Context: an optimization exercise on an open-source flow, tuned for small area, a short achievable clock period and few clock cycles. The choices shown serve that exercise and are no tape-out recipe. Power figures rest on the tool's default switching activity, not on a simulated workload.

==> run E: inputs <==
==> flow/design.v <==
`default_nettype none
package i2cms_pkg;
  localparam int unsigned BUFFER_BYTES_DEF = 32;
  localparam int unsigned MODE_W   = 3;
  localparam int unsigned ADDR_W   = 7;
  localparam int unsigned COUNT_W  = 8;
  localparam int unsigned INDEX_W  = 5;
  localparam int unsigned BYTE_W   = 8;
  localparam int unsigned STATUS_W = 4;
  localparam int unsigned RC_W     = 3;
  localparam int unsigned ACT_W    = 4;
  localparam int unsigned PHASE_W  = 3;
  localparam int unsigned AVAIL_W  = 6;
  typedef enum logic [MODE_W-1:0] {
    MODE_STAGE    = 3'd0,
    MODE_REQ_WR   = 3'd1,
    MODE_REQ_RD   = 3'd2,
    MODE_EVENT    = 3'd3,
    MODE_READ_BUF = 3'd4
  } mode_e;
  typedef enum logic [STATUS_W-1:0] {
    ST_START      = 4'd0,
    ST_REP_START  = 4'd1,
    ST_MT_SLA_ACK = 4'd2,
    ST_MT_DAT_ACK = 4'd3,
    ST_MT_SLA_NAK = 4'd4,
    ST_MT_DAT_NAK = 4'd5,
    ST_ARB_LOST   = 4'd6,
    ST_MR_DAT_ACK = 4'd7,
    ST_MR_SLA_ACK = 4'd8,
    ST_MR_DAT_NAK = 4'd9,
    ST_MR_SLA_NAK = 4'd10,
    ST_NO_INFO    = 4'd11,
    ST_BUS_ERROR  = 4'd12
  } status_e;
  typedef enum logic [ACT_W-1:0] {
    ACT_NONE          = 4'd0,
    ACT_START         = 4'd1,
    ACT_SEND          = 4'd2,
    ACT_ACK           = 4'd3,
    ACT_NACK          = 4'd4,
    ACT_STOP          = 4'd5,
    ACT_STOP_START    = 4'd6,
    ACT_RELEASE       = 4'd7,
    ACT_RELEASE_START = 4'd8
  } action_e;
  typedef enum logic [RC_W-1:0] {
    RC_OK        = 3'd0,
    RC_TOO_LONG  = 3'd1,
    RC_ADDR_NACK = 3'd2,
    RC_DATA_NACK = 3'd3,
    RC_OTHER     = 3'd4
  } rc_e;
  typedef enum logic [PHASE_W-1:0] {
    PH_READY = 3'd0,
    PH_TX    = 3'd1,
    PH_RX    = 3'd2,
    PH_WPEND = 3'd3,
    PH_RPEND = 3'd4
  } phase_e;
  typedef struct packed {
    logic load_in;
    logic fetch;
    logic exec;
    logic copy_step;
    logic load_out;
  } cmd_t;
  typedef struct packed {
    logic copy_start;
    logic copy_last;
  } stat_t;
endpackage
`default_nettype wire
`default_nettype none
module i2c_master_transfer_sequencer (
  input  wire logic       clk_i,
  input  wire logic       rst_ni,
  input  wire logic       in_valid_i,
  output logic            in_ready_o,
  input  wire logic [2:0] mode_i,
  input  wire logic [6:0] target_address_i,
  input  wire logic [7:0] byte_count_i,
  input  wire logic [4:0] byte_index_i,
  input  wire logic [7:0] data_byte_i,
  input  wire logic [3:0] bus_status_i,
  output logic            out_valid_o,
  input  wire logic       out_ready_i,
  output logic      [2:0] return_code_o,
  output logic      [3:0] bus_action_o,
  output logic      [7:0] bus_byte_o,
  output logic      [2:0] driver_state_o,
  output logic      [5:0] bytes_available_o,
  output logic      [7:0] buffer_byte_o
);
  localparam logic [3:0] A_NONE = 4'd0, A_START = 4'd1, A_SEND = 4'd2,
                         A_ACK = 4'd3, A_NACK = 4'd4, A_STOP = 4'd5,
                         A_STOP_START = 4'd6, A_RELEASE = 4'd7,
                         A_RELEASE_START = 4'd8;
  logic iv_q;       
  logic ov_q;       
  logic sv_q;       
  logic rdy_q;      
  logic exec;       
  logic out_free;
  assign exec     = iv_q & ~sv_q;
  assign out_free = ~ov_q | out_ready_i;
  assign in_ready_o  = rdy_q;
  assign out_valid_o = ov_q;
  logic iv_d, sv_d;
  always_comb begin
    iv_d = rdy_q ? in_valid_i : iv_q;
    sv_d = out_free ? 1'b0 : (sv_q | exec);
  end
  always_ff @(posedge clk_i or negedge rst_ni) begin
    if (!rst_ni) begin
      iv_q  <= 1'b0;
      ov_q  <= 1'b0;
      sv_q  <= 1'b0;
      rdy_q <= 1'b0;
    end else begin
      iv_q  <= iv_d;
      sv_q  <= sv_d;
      if (out_free) ov_q <= sv_q | exec;
      rdy_q <= ~(iv_d & sv_d);
    end
  end
  logic [6:0] a_q;
  logic [7:0] c_q;
  logic [4:0] x_q;
  logic [7:0] d_q;
  logic       k_stg, k_wr, k_rd, k_tl, k_ev, k_rb;    
  logic       e_awd, e_tx, e_rx, e_fin, e_take, e_rel, e_set;  
  logic [2:0] e_err;
  logic       in_tl;
  logic       in_ev;
  assign in_tl = (byte_count_i > 8'd32);
  assign in_ev = (mode_i == 3'd3);
  always_ff @(posedge clk_i) begin
    if (rdy_q) begin
      a_q    <= target_address_i;
      c_q    <= byte_count_i;
      x_q    <= byte_index_i;
      d_q    <= data_byte_i;
      k_stg  <= (mode_i == 3'd0);
      k_wr   <= (mode_i == 3'd1) & ~in_tl;
      k_rd   <= (mode_i == 3'd2) & ~in_tl;
      k_tl   <= ((mode_i == 3'd1) | (mode_i == 3'd2)) & in_tl;
      k_ev   <= in_ev;
      k_rb   <= (mode_i == 3'd4);
      e_awd  <= in_ev & (bus_status_i <= 4'd1);
      e_tx   <= in_ev & ((bus_status_i == 4'd2) | (bus_status_i == 4'd3));
      e_rx   <= in_ev & ((bus_status_i == 4'd7) | (bus_status_i == 4'd8));
      e_fin  <= in_ev & ((bus_status_i == 4'd4) | (bus_status_i == 4'd5) |
                         (bus_status_i == 4'd6) | (bus_status_i == 4'd9) |
                         (bus_status_i == 4'd10) | (bus_status_i == 4'd12));
      e_take <= in_ev & ((bus_status_i == 4'd7) | (bus_status_i == 4'd9));
      e_rel  <= (bus_status_i == 4'd6);
      e_set  <= in_ev & ((bus_status_i == 4'd4) | (bus_status_i == 4'd5) |
                         (bus_status_i == 4'd6) | (bus_status_i == 4'd12));
      e_err  <= (bus_status_i == 4'd4) ? 3'd2 :
                (bus_status_i == 4'd5) ? 3'd3 : 3'd4;
    end
  end
  logic       p_tx, p_rx, p_wp, p_rp;    
  logic [2:0] err_q;
  logic [5:0] pos_q;
  logic [6:0] rem_q;                     
  logic [7:0] awd_q;
  logic [6:0] wa_q;
  logic [5:0] wc_q;
  logic [6:0] ra_q;
  logic [4:0] rl_q;                      
  logic [7:0] stg [32];
  logic [7:0] xf  [32];
  logic       p_rdy;
  logic       lt, lt1;                   
  logic       take, step, fin, lw, lr, lw_req, lw_fin;
  logic [4:0] rl_in;
  logic [4:0] rd_addr;
  logic [7:0] xf_rd;
  assign p_rdy  = ~(p_tx | p_rx | p_wp | p_rp);
  assign lt     = ~rem_q[6] & (rem_q[5:0] != 6'd0);
  assign lt1    = ~rem_q[6] & (rem_q[5:1] != 5'd0);
  assign rl_in  = (c_q[5:0] == 6'd0) ? 5'd0 : 5'(c_q[5:0] - 6'd1);
  assign take   = e_take & ~pos_q[5];
  assign step   = (e_tx & lt) | take;
  assign fin    = e_fin | (e_tx & ~lt);
  assign lw_req = k_wr & p_rdy;
  assign lw_fin = fin & p_wp;
  assign lw     = lw_req | lw_fin;
  assign lr     = (k_rd & p_rdy) | (fin & p_rp);
  assign rd_addr = k_rb ? x_q : pos_q[4:0];
  assign xf_rd   = xf[rd_addr];
  logic       n_tx, n_rx, n_wp, n_rp;
  logic [2:0] n_err;
  logic [5:0] n_pos;
  logic [6:0] n_rem;
  logic [7:0] n_awd;
  logic [6:0] n_wa;
  logic [5:0] n_wc;
  logic [6:0] n_ra;
  logic [4:0] n_rl;
  always_comb begin
    n_wa = k_wr ? a_q : wa_q;
    n_wc = k_wr ? c_q[5:0] : wc_q;
    n_ra = k_rd ? a_q : ra_q;
    n_rl = k_rd ? rl_in : rl_q;
    n_tx = p_tx; n_rx = p_rx; n_wp = p_wp; n_rp = p_rp;
    n_err = e_set ? e_err : err_q;
    n_pos = step ? pos_q + 6'd1 : pos_q;
    n_rem = step ? rem_q - 7'd1 : rem_q;
    n_awd = awd_q;
    if ((k_wr | k_rd) & ~p_rdy) begin
      n_tx = 1'b0; n_rx = 1'b0; n_wp = k_wr; n_rp = k_rd;
    end
    if (fin & ~p_wp & ~p_rp) begin
      n_tx = 1'b0; n_rx = 1'b0;
    end
    if (lw) begin
      n_tx = 1'b1; n_rx = 1'b0; n_wp = 1'b0; n_rp = 1'b0;
      n_err = 3'd0;
      n_pos = 6'd0;
      n_rem = {1'b0, n_wc};
      n_awd = {n_wa, 1'b0};
    end
    if (lr) begin
      n_tx = 1'b0; n_rx = 1'b1; n_wp = 1'b0; n_rp = 1'b0;
      n_err = 3'd0;
      n_pos = 6'd0;
      n_rem = {2'b00, n_rl};
      n_awd = {n_ra, 1'b1};
    end
  end
  always_ff @(posedge clk_i or negedge rst_ni) begin
    if (!rst_ni) begin
      p_tx  <= 1'b0;
      p_rx  <= 1'b0;
      p_wp  <= 1'b0;
      p_rp  <= 1'b0;
      err_q <= 3'd0;
      pos_q <= 6'd0;
      rem_q <= 7'd0;
      awd_q <= 8'd0;
      wa_q  <= 7'd0;
      wc_q  <= 6'd0;
      ra_q  <= 7'd0;
      rl_q  <= 5'd0;
    end else if (exec) begin
      p_tx  <= n_tx;
      p_rx  <= n_rx;
      p_wp  <= n_wp;
      p_rp  <= n_rp;
      err_q <= n_err;
      pos_q <= n_pos;
      rem_q <= n_rem;
      awd_q <= n_awd;
      wa_q  <= n_wa;
      wc_q  <= n_wc;
      ra_q  <= n_ra;
      rl_q  <= n_rl;
    end
  end
  always_ff @(posedge clk_i) begin
    for (int i = 0; i < 32; i++) begin
      if (exec && k_stg && x_q == 5'(i)) stg[i] <= d_q;
    end
  end
  logic [31:0] cp_en, tk_en;
  always_comb begin
    for (int i = 0; i < 32; i++) begin
      cp_en[i] = exec & ((lw_req & (6'(i) < c_q[5:0])) | (lw_fin & (6'(i) < wc_q)));
      tk_en[i] = exec & take & (pos_q[4:0] == 5'(i));
    end
  end
  always_ff @(posedge clk_i) begin
    for (int i = 0; i < 32; i++) begin
      if (cp_en[i]) xf[i] <= stg[i];
      else if (tk_en[i]) xf[i] <= d_q;
    end
  end
  logic [2:0] rc_d;
  logic [3:0] act_d;
  logic [7:0] byte_d;
  logic [2:0] ph_d;
  logic [5:0] avail_d;
  logic [7:0] bufb_d;
  always_comb begin
    rc_d = 3'd0;
    if (k_tl) rc_d = 3'd1;
    else if ((k_wr | k_rd) & ~p_rdy) rc_d = err_q;
    else if (k_ev) rc_d = (lw | lr) ? 3'd0 : n_err;
    act_d = A_NONE;
    if ((k_wr | k_rd) & p_rdy) act_d = A_START;
    if (e_awd | (e_tx & lt)) act_d = A_SEND;
    if (e_rx) act_d = (take ? lt1 : lt) ? A_ACK : A_NACK;
    if (fin) begin
      if (p_wp | p_rp) act_d = e_rel ? A_RELEASE_START : A_STOP_START;
      else             act_d = e_rel ? A_RELEASE : A_STOP;
    end
    byte_d = e_awd ? awd_q : ((e_tx & lt) ? xf_rd : 8'd0);
    ph_d = n_tx ? 3'd1 : n_rx ? 3'd2 : n_wp ? 3'd3 : n_rp ? 3'd4 : 3'd0;
    avail_d = 6'd0;
    bufb_d  = 8'd0;
    if (k_rb) begin
      avail_d = ({2'b00, pos_q} < c_q) ? pos_q : c_q[5:0];
      bufb_d  = xf_rd;
    end
  end
  logic [31:0] res_d, sk_q, o_q;
  assign res_d = {rc_d, act_d, byte_d, ph_d, avail_d, bufb_d};
  always_ff @(posedge clk_i) begin
    if (exec && !out_free) sk_q <= res_d;
    if (out_free) o_q <= sv_q ? sk_q : res_d;
  end
  assign {return_code_o, bus_action_o, bus_byte_o, driver_state_o,
          bytes_available_o, buffer_byte_o} = o_q;
endmodule
`default_nettype wire
==> flow/run.sh <==
#!/bin/bash
# synth_recipe.tcl (not shown) runs the flow's synth.tcl, then flattens the netlist and writes it again
# the make line also repeats each setting of config.mk as NAME=value (left out here)
make -C /OpenROAD-flow-scripts/flow DESIGN_CONFIG=/design/flow/config.mk WORK_HOME=/design/flow/orfs CLKGATE_MAP_FILE= SYNTH_SCRIPT=/design/flow/synth_recipe.tcl finish
==> flow/config.mk <==
export PLATFORM = sky130hd
export DESIGN_NAME = i2c_master_transfer_sequencer
export DESIGN_NICKNAME = i2c_master_transfer_sequencer
export VERILOG_FILES = /design/flow/design.v
export SDC_FILE = /design/flow/constraint.sdc
export NUM_CORES = 4
export LEC_CHECK = 0
export ABC_CLOCK_PERIOD_IN_PS = 2500
export CAP_MARGIN = 20
export CORE_MARGIN = 2
export CORE_UTILIZATION = 40
export SETUP_SLACK_MARGIN = 3.0
export SLEW_MARGIN = 20
==> flow/constraint.sdc <==
create_clock -name core_clock -period 5.5 [get_ports {clk_i}]
set_input_delay 1.1000 -clock core_clock [delete_from_list [all_inputs] [get_ports {clk_i}]]
set_output_delay 1.1000 -clock core_clock [all_outputs]
set_load 0.01 [all_outputs]
==> run M (differences from run E) <==
==> flow/design.v, changed modules only <==
module i2c_master_transfer_sequencer (
  input  wire logic       clk_i,
  input  wire logic       rst_ni,
  input  wire logic       in_valid_i,
  output logic            in_ready_o,
  input  wire logic [2:0] mode_i,
  input  wire logic [6:0] target_address_i,
  input  wire logic [7:0] byte_count_i,
  input  wire logic [4:0] byte_index_i,
  input  wire logic [7:0] data_byte_i,
  input  wire logic [3:0] bus_status_i,
  output logic            out_valid_o,
  input  wire logic       out_ready_i,
  output logic      [2:0] return_code_o,
  output logic      [3:0] bus_action_o,
  output logic      [7:0] bus_byte_o,
  output logic      [2:0] driver_state_o,
  output logic      [5:0] bytes_available_o,
  output logic      [7:0] buffer_byte_o
);
  localparam logic [3:0] A_NONE = 4'd0, A_START = 4'd1, A_SEND = 4'd2,
                         A_ACK = 4'd3, A_NACK = 4'd4, A_STOP = 4'd5,
                         A_STOP_START = 4'd6, A_RELEASE = 4'd7,
                         A_RELEASE_START = 4'd8;
  logic iv_q;       
  logic ov_q;       
  logic sv_q;       
  logic rdy_q;      
  logic exec;       
  logic out_free;
  assign exec     = ~sv_q;
  assign out_free = ~ov_q | out_ready_i;
  assign in_ready_o  = rdy_q;
  assign out_valid_o = ov_q;
  logic iv_d, sv_d;
  always_comb begin
    iv_d = rdy_q ? in_valid_i : iv_q;
    sv_d = out_free ? 1'b0 : (sv_q | iv_q);
  end
  always_ff @(posedge clk_i or negedge rst_ni) begin
    if (!rst_ni) begin
      iv_q  <= 1'b0;
      ov_q  <= 1'b0;
      sv_q  <= 1'b0;
      rdy_q <= 1'b0;
    end else begin
      iv_q  <= iv_d;
      sv_q  <= sv_d;
      if (out_free) ov_q <= sv_q | iv_q;
      rdy_q <= ~(iv_d & sv_d);
    end
  end
  logic [6:0] a_q;
  logic [7:0] c_q;
  logic [7:0] xs_hi;                                   
  logic [3:0] xs_lo;
  logic [7:0] d_q;
  logic       k_stg, k_wr, k_rd, k_tl, k_ev, k_rb;    
  logic       e_awd, e_tx, e_rx, e_fin, e_take, e_rel, e_set;  
  logic [2:0] e_err;
  logic       in_tl;
  logic       in_ev;
  logic       in_stg;
  assign in_tl  = (byte_count_i > 8'd32);
  assign in_ev  = in_valid_i & (mode_i == 3'd3);
  assign in_stg = in_valid_i & (mode_i == 3'd0);
  always_ff @(posedge clk_i) begin
    if (rdy_q) begin
      a_q    <= target_address_i;
      c_q    <= byte_count_i;
      for (int g = 0; g < 8; g++) xs_hi[g] <= in_stg & (byte_index_i[4:2] == 3'(g));
      for (int g = 0; g < 4; g++) xs_lo[g] <= (byte_index_i[1:0] == 2'(g));
      d_q    <= data_byte_i;
      k_stg  <= in_stg;
      k_wr   <= in_valid_i & (mode_i == 3'd1) & ~in_tl;
      k_rd   <= in_valid_i & (mode_i == 3'd2) & ~in_tl;
      k_tl   <= in_valid_i & ((mode_i == 3'd1) | (mode_i == 3'd2)) & in_tl;
      k_ev   <= in_ev;
      k_rb   <= in_valid_i & (mode_i == 3'd4);
      e_awd  <= in_ev & (bus_status_i <= 4'd1);
      e_tx   <= in_ev & ((bus_status_i == 4'd2) | (bus_status_i == 4'd3));
      e_rx   <= in_ev & ((bus_status_i == 4'd7) | (bus_status_i == 4'd8));
      e_fin  <= in_ev & ((bus_status_i == 4'd4) | (bus_status_i == 4'd5) |
                         (bus_status_i == 4'd6) | (bus_status_i == 4'd9) |
                         (bus_status_i == 4'd10) | (bus_status_i == 4'd12));
      e_take <= in_ev & ((bus_status_i == 4'd7) | (bus_status_i == 4'd9));
      e_rel  <= (bus_status_i == 4'd6);
      e_set  <= in_ev & ((bus_status_i == 4'd4) | (bus_status_i == 4'd5) |
                         (bus_status_i == 4'd6) | (bus_status_i == 4'd12));
      e_err  <= (bus_status_i == 4'd4) ? 3'd2 :
                (bus_status_i == 4'd5) ? 3'd3 : 3'd4;
    end
  end
  logic       p_tx, p_rx, p_wp, p_rp;    
  logic [2:0] err_q;
  logic [5:0] pos_q;
  logic [6:0] rem_q;                     
  logic [7:0] awd_q;
  logic [6:0] wa_q;
  logic [5:0] wc_q;
  logic [6:0] ra_q;
  logic [4:0] rl_q;                      
  logic       lt, lt1;                   
  logic [4:0] rda_q;                     
  logic [7:0] stg [32];
  logic [7:0] xf  [32];
  logic       p_rdy;
  logic       take, step, fin, lw, lr, lw_req, lw_fin;
  logic [4:0] rl_in;
  logic [7:0] xf_rd;
  assign p_rdy  = ~(p_tx | p_rx | p_wp | p_rp);
  assign rl_in  = (c_q[5:0] == 6'd0) ? 5'd0 : 5'(c_q[5:0] - 6'd1);
  assign take   = e_take & ~pos_q[5];
  assign step   = (e_tx & lt) | take;
  assign fin    = e_fin | (e_tx & ~lt);
  assign lw_req = k_wr & p_rdy;
  assign lw_fin = fin & p_wp;
  assign lw     = lw_req | lw_fin;
  assign lr     = (k_rd & p_rdy) | (fin & p_rp);
  assign xf_rd   = xf[rda_q];
  logic       n_tx, n_rx, n_wp, n_rp;
  logic [2:0] n_err;
  logic [5:0] n_pos;
  logic [6:0] n_rem;
  logic [7:0] n_awd;
  logic [6:0] n_wa;
  logic [5:0] n_wc;
  logic [6:0] n_ra;
  logic [4:0] n_rl;
  always_comb begin
    n_wa = k_wr ? a_q : wa_q;
    n_wc = k_wr ? c_q[5:0] : wc_q;
    n_ra = k_rd ? a_q : ra_q;
    n_rl = k_rd ? rl_in : rl_q;
    n_tx = p_tx; n_rx = p_rx; n_wp = p_wp; n_rp = p_rp;
    n_err = e_set ? e_err : err_q;
    n_pos = step ? pos_q + 6'd1 : pos_q;
    n_rem = step ? rem_q - 7'd1 : rem_q;
    n_awd = awd_q;
    if ((k_wr | k_rd) & ~p_rdy) begin
      n_tx = 1'b0; n_rx = 1'b0; n_wp = k_wr; n_rp = k_rd;
    end
    if (fin & ~p_wp & ~p_rp) begin
      n_tx = 1'b0; n_rx = 1'b0;
    end
    if (lw) begin
      n_tx = 1'b1; n_rx = 1'b0; n_wp = 1'b0; n_rp = 1'b0;
      n_err = 3'd0;
      n_pos = 6'd0;
      n_rem = {1'b0, n_wc};
      n_awd = {n_wa, 1'b0};
    end
    if (lr) begin
      n_tx = 1'b0; n_rx = 1'b1; n_wp = 1'b0; n_rp = 1'b0;
      n_err = 3'd0;
      n_pos = 6'd0;
      n_rem = {2'b00, n_rl};
      n_awd = {n_ra, 1'b1};
    end
  end
  logic n_lt, n_lt1, n_wc_nz, n_wc_gt1;
  always_comb begin
    n_wc_nz  = (n_wc != 6'd0);
    n_wc_gt1 = (n_wc[5:1] != 5'd0);
    if (lw) begin
      n_lt  = n_wc_nz;
      n_lt1 = n_wc_gt1;
    end else if (lr) begin
      n_lt  = (n_rl != 5'd0);
      n_lt1 = (n_rl[4:1] != 4'd0);
    end else if (step) begin
      n_lt  = lt1;
      n_lt1 = ~rem_q[6] & (rem_q[5:0] > 6'd2);
    end else begin
      n_lt  = lt;
      n_lt1 = lt1;
    end
  end
  logic [5:0] pos_e;
  assign pos_e = exec ? n_pos : pos_q;
  always_ff @(posedge clk_i or negedge rst_ni) begin
    if (!rst_ni) begin
      rda_q <= 5'd0;
    end else if (rdy_q) begin
      rda_q <= (mode_i == 3'd4) ? byte_index_i : pos_e[4:0];
    end
  end
  always_ff @(posedge clk_i or negedge rst_ni) begin
    if (!rst_ni) begin
      lt    <= 1'b0;
      lt1   <= 1'b0;
      p_tx  <= 1'b0;
      p_rx  <= 1'b0;
      p_wp  <= 1'b0;
      p_rp  <= 1'b0;
      err_q <= 3'd0;
      pos_q <= 6'd0;
      rem_q <= 7'd0;
      awd_q <= 8'd0;
      wa_q  <= 7'd0;
      wc_q  <= 6'd0;
      ra_q  <= 7'd0;
      rl_q  <= 5'd0;
    end else if (exec) begin
      lt    <= n_lt;
      lt1   <= n_lt1;
      p_tx  <= n_tx;
      p_rx  <= n_rx;
      p_wp  <= n_wp;
      p_rp  <= n_rp;
      err_q <= n_err;
      pos_q <= n_pos;
      rem_q <= n_rem;
      awd_q <= n_awd;
      wa_q  <= n_wa;
      wc_q  <= n_wc;
      ra_q  <= n_ra;
      rl_q  <= n_rl;
    end
  end
  always_ff @(posedge clk_i) begin
    for (int i = 0; i < 32; i++) begin
      if (exec && xs_hi[i/4] && xs_lo[i%4]) stg[i] <= d_q;
    end
  end
  logic [31:0] cp_en, tk_en, hd_en;
  always_comb begin
    for (int i = 0; i < 32; i++) begin
      cp_en[i] = exec & ((lw_req & (6'(i) < c_q[5:0])) | (lw_fin & (6'(i) < wc_q)));
      tk_en[i] = exec & take & (rda_q == 5'(i)) & ~cp_en[i];
      hd_en[i] = ~(cp_en[i] | tk_en[i]);
    end
  end
  always_ff @(posedge clk_i) begin
    for (int i = 0; i < 32; i++) begin
      xf[i] <= ({8{cp_en[i]}} & stg[i]) | ({8{tk_en[i]}} & d_q) |
               ({8{hd_en[i]}} & xf[i]);
    end
  end
  logic [2:0] rc_d;
  logic [3:0] act_d;
  logic [7:0] byte_d;
  logic [2:0] ph_d;
  logic [5:0] avail_d;
  logic [7:0] bufb_d;
  always_comb begin
    rc_d = 3'd0;
    if (k_tl) rc_d = 3'd1;
    else if ((k_wr | k_rd) & ~p_rdy) rc_d = err_q;
    else if (k_ev) rc_d = (lw | lr) ? 3'd0 : n_err;
    act_d = A_NONE;
    if ((k_wr | k_rd) & p_rdy) act_d = A_START;
    if (e_awd | (e_tx & lt)) act_d = A_SEND;
    if (e_rx) act_d = (take ? lt1 : lt) ? A_ACK : A_NACK;
    if (fin) begin
      if (p_wp | p_rp) act_d = e_rel ? A_RELEASE_START : A_STOP_START;
      else             act_d = e_rel ? A_RELEASE : A_STOP;
    end
    byte_d = e_awd ? awd_q : ((e_tx & lt) ? xf_rd : 8'd0);
    ph_d = n_tx ? 3'd1 : n_rx ? 3'd2 : n_wp ? 3'd3 : n_rp ? 3'd4 : 3'd0;
    avail_d = 6'd0;
    bufb_d  = 8'd0;
    if (k_rb) begin
      avail_d = ({2'b00, pos_q} < c_q) ? pos_q : c_q[5:0];
      bufb_d  = xf_rd;
    end
  end
  logic [31:0] res_d, o_q;
  logic [18:0] sk_d, sk_q;
  logic [31:0] sk_x;
  assign res_d = {rc_d, act_d, byte_d, ph_d, avail_d, bufb_d};
  assign sk_d  = {k_rb, ph_d, (k_rb ? bufb_d : byte_d),
                  (k_rb ? {1'b0, avail_d} : {rc_d, act_d})};
  assign sk_x  = sk_q[18] ? {7'd0, 8'd0, sk_q[17:15], sk_q[5:0], sk_q[14:7]}
                          : {sk_q[6:0], sk_q[14:7], sk_q[17:15], 6'd0, 8'd0};
  always_ff @(posedge clk_i) begin
    if (iv_q && exec && !out_free) sk_q <= sk_d;
    if (out_free) o_q <= sv_q ? sk_x : res_d;
  end
  assign {return_code_o, bus_action_o, bus_byte_o, driver_state_o,
          bytes_available_o, buffer_byte_o} = o_q;
endmodule
--- a/flow/config.mk
+++ b/flow/config.mk
@@ -7,7 +7,8 @@
 export LEC_CHECK = 0
-export ABC_CLOCK_PERIOD_IN_PS = 2500
+export ABC_CLOCK_PERIOD_IN_PS = 2400
 export CAP_MARGIN = 20
 export CORE_MARGIN = 2
-export CORE_UTILIZATION = 40
-export SETUP_SLACK_MARGIN = 3.0
+export CORE_UTILIZATION = 60
+export SETUP_SLACK_MARGIN = 3.1
 export SLEW_MARGIN = 20
+export TNS_END_PERCENT = 20
==> results.txt <==
quantity	run M	run E
Via density per instance	7.28	6.27
Met1 track demand over resource in global routing	61.6%	38.6%
Worst setup path startpoint	sv_q	k_rb
Power dissipated in sequential cells	8.17 mW	6.57 mW
Global routing usage on met2	62.5%	42.8%
Result of the run	finished clean	finished clean
Detailed-route wire length	112 mm	113 mm
Final-stage net count	2704	2467
Final cell count without fillers	3327	3437
Via count of the first global-routing pass	21996	19924
Overall fraction of global-route tracks in use	43.2%	28.1%
Total met2 wirelength after detailed routing	47.0 mm	50.1 mm
Clock-net power	4.64 mW	4.70 mW
Worst flop-to-flop path startpoint	sv_q	k_rb
Vert. Die Dim	225 um	278 um
Routed length on met1	43.0 mm	45.9 mm
Capture endpoint of the worst hold path	xf[3][3]	rl_q[0]
Routability congestion estimate	1.04	1.04
Worst Hold Margin	0.442 ns	0.482 ns
Placed cell area	0.0304 mm^2	0.0318 mm^2
Net count after synthesis	2524	2161
No functional check of the RTL was part of any run of this note.

## afterwards: timing with drivers on the ports
The flow's constraints put no driver on any port. The routed layouts listed below were extracted and timed again, unchanged, in two steps. Step 1: set_driving_cell puts a clkbuf_16 on clk_i and a buf_2 on each other input, an assumption about the parent block. Step 2 adds t to the input delays and takes it off the output delays; t is the mean of the earliest and latest rising clock arrival at the registers after step 1. Input paths then give back, and output paths get back, about the clock's delay inside the block. Three values: no drivers, after step 1, after step 2; two values: the first two.
run	t, ns	slack for setup (ns)	worst setup path after step 2
run E	0.695	2.249 / 2.249 / 2.249	register to register
run M	0.683	2.810 / 2.810 / 2.340	input to register
After both steps every run listed still meets setup and hold. For run M, which loses most, drivers alone change the setup slack by 0.000 ns; drivers and shift together by -0.470 ns.
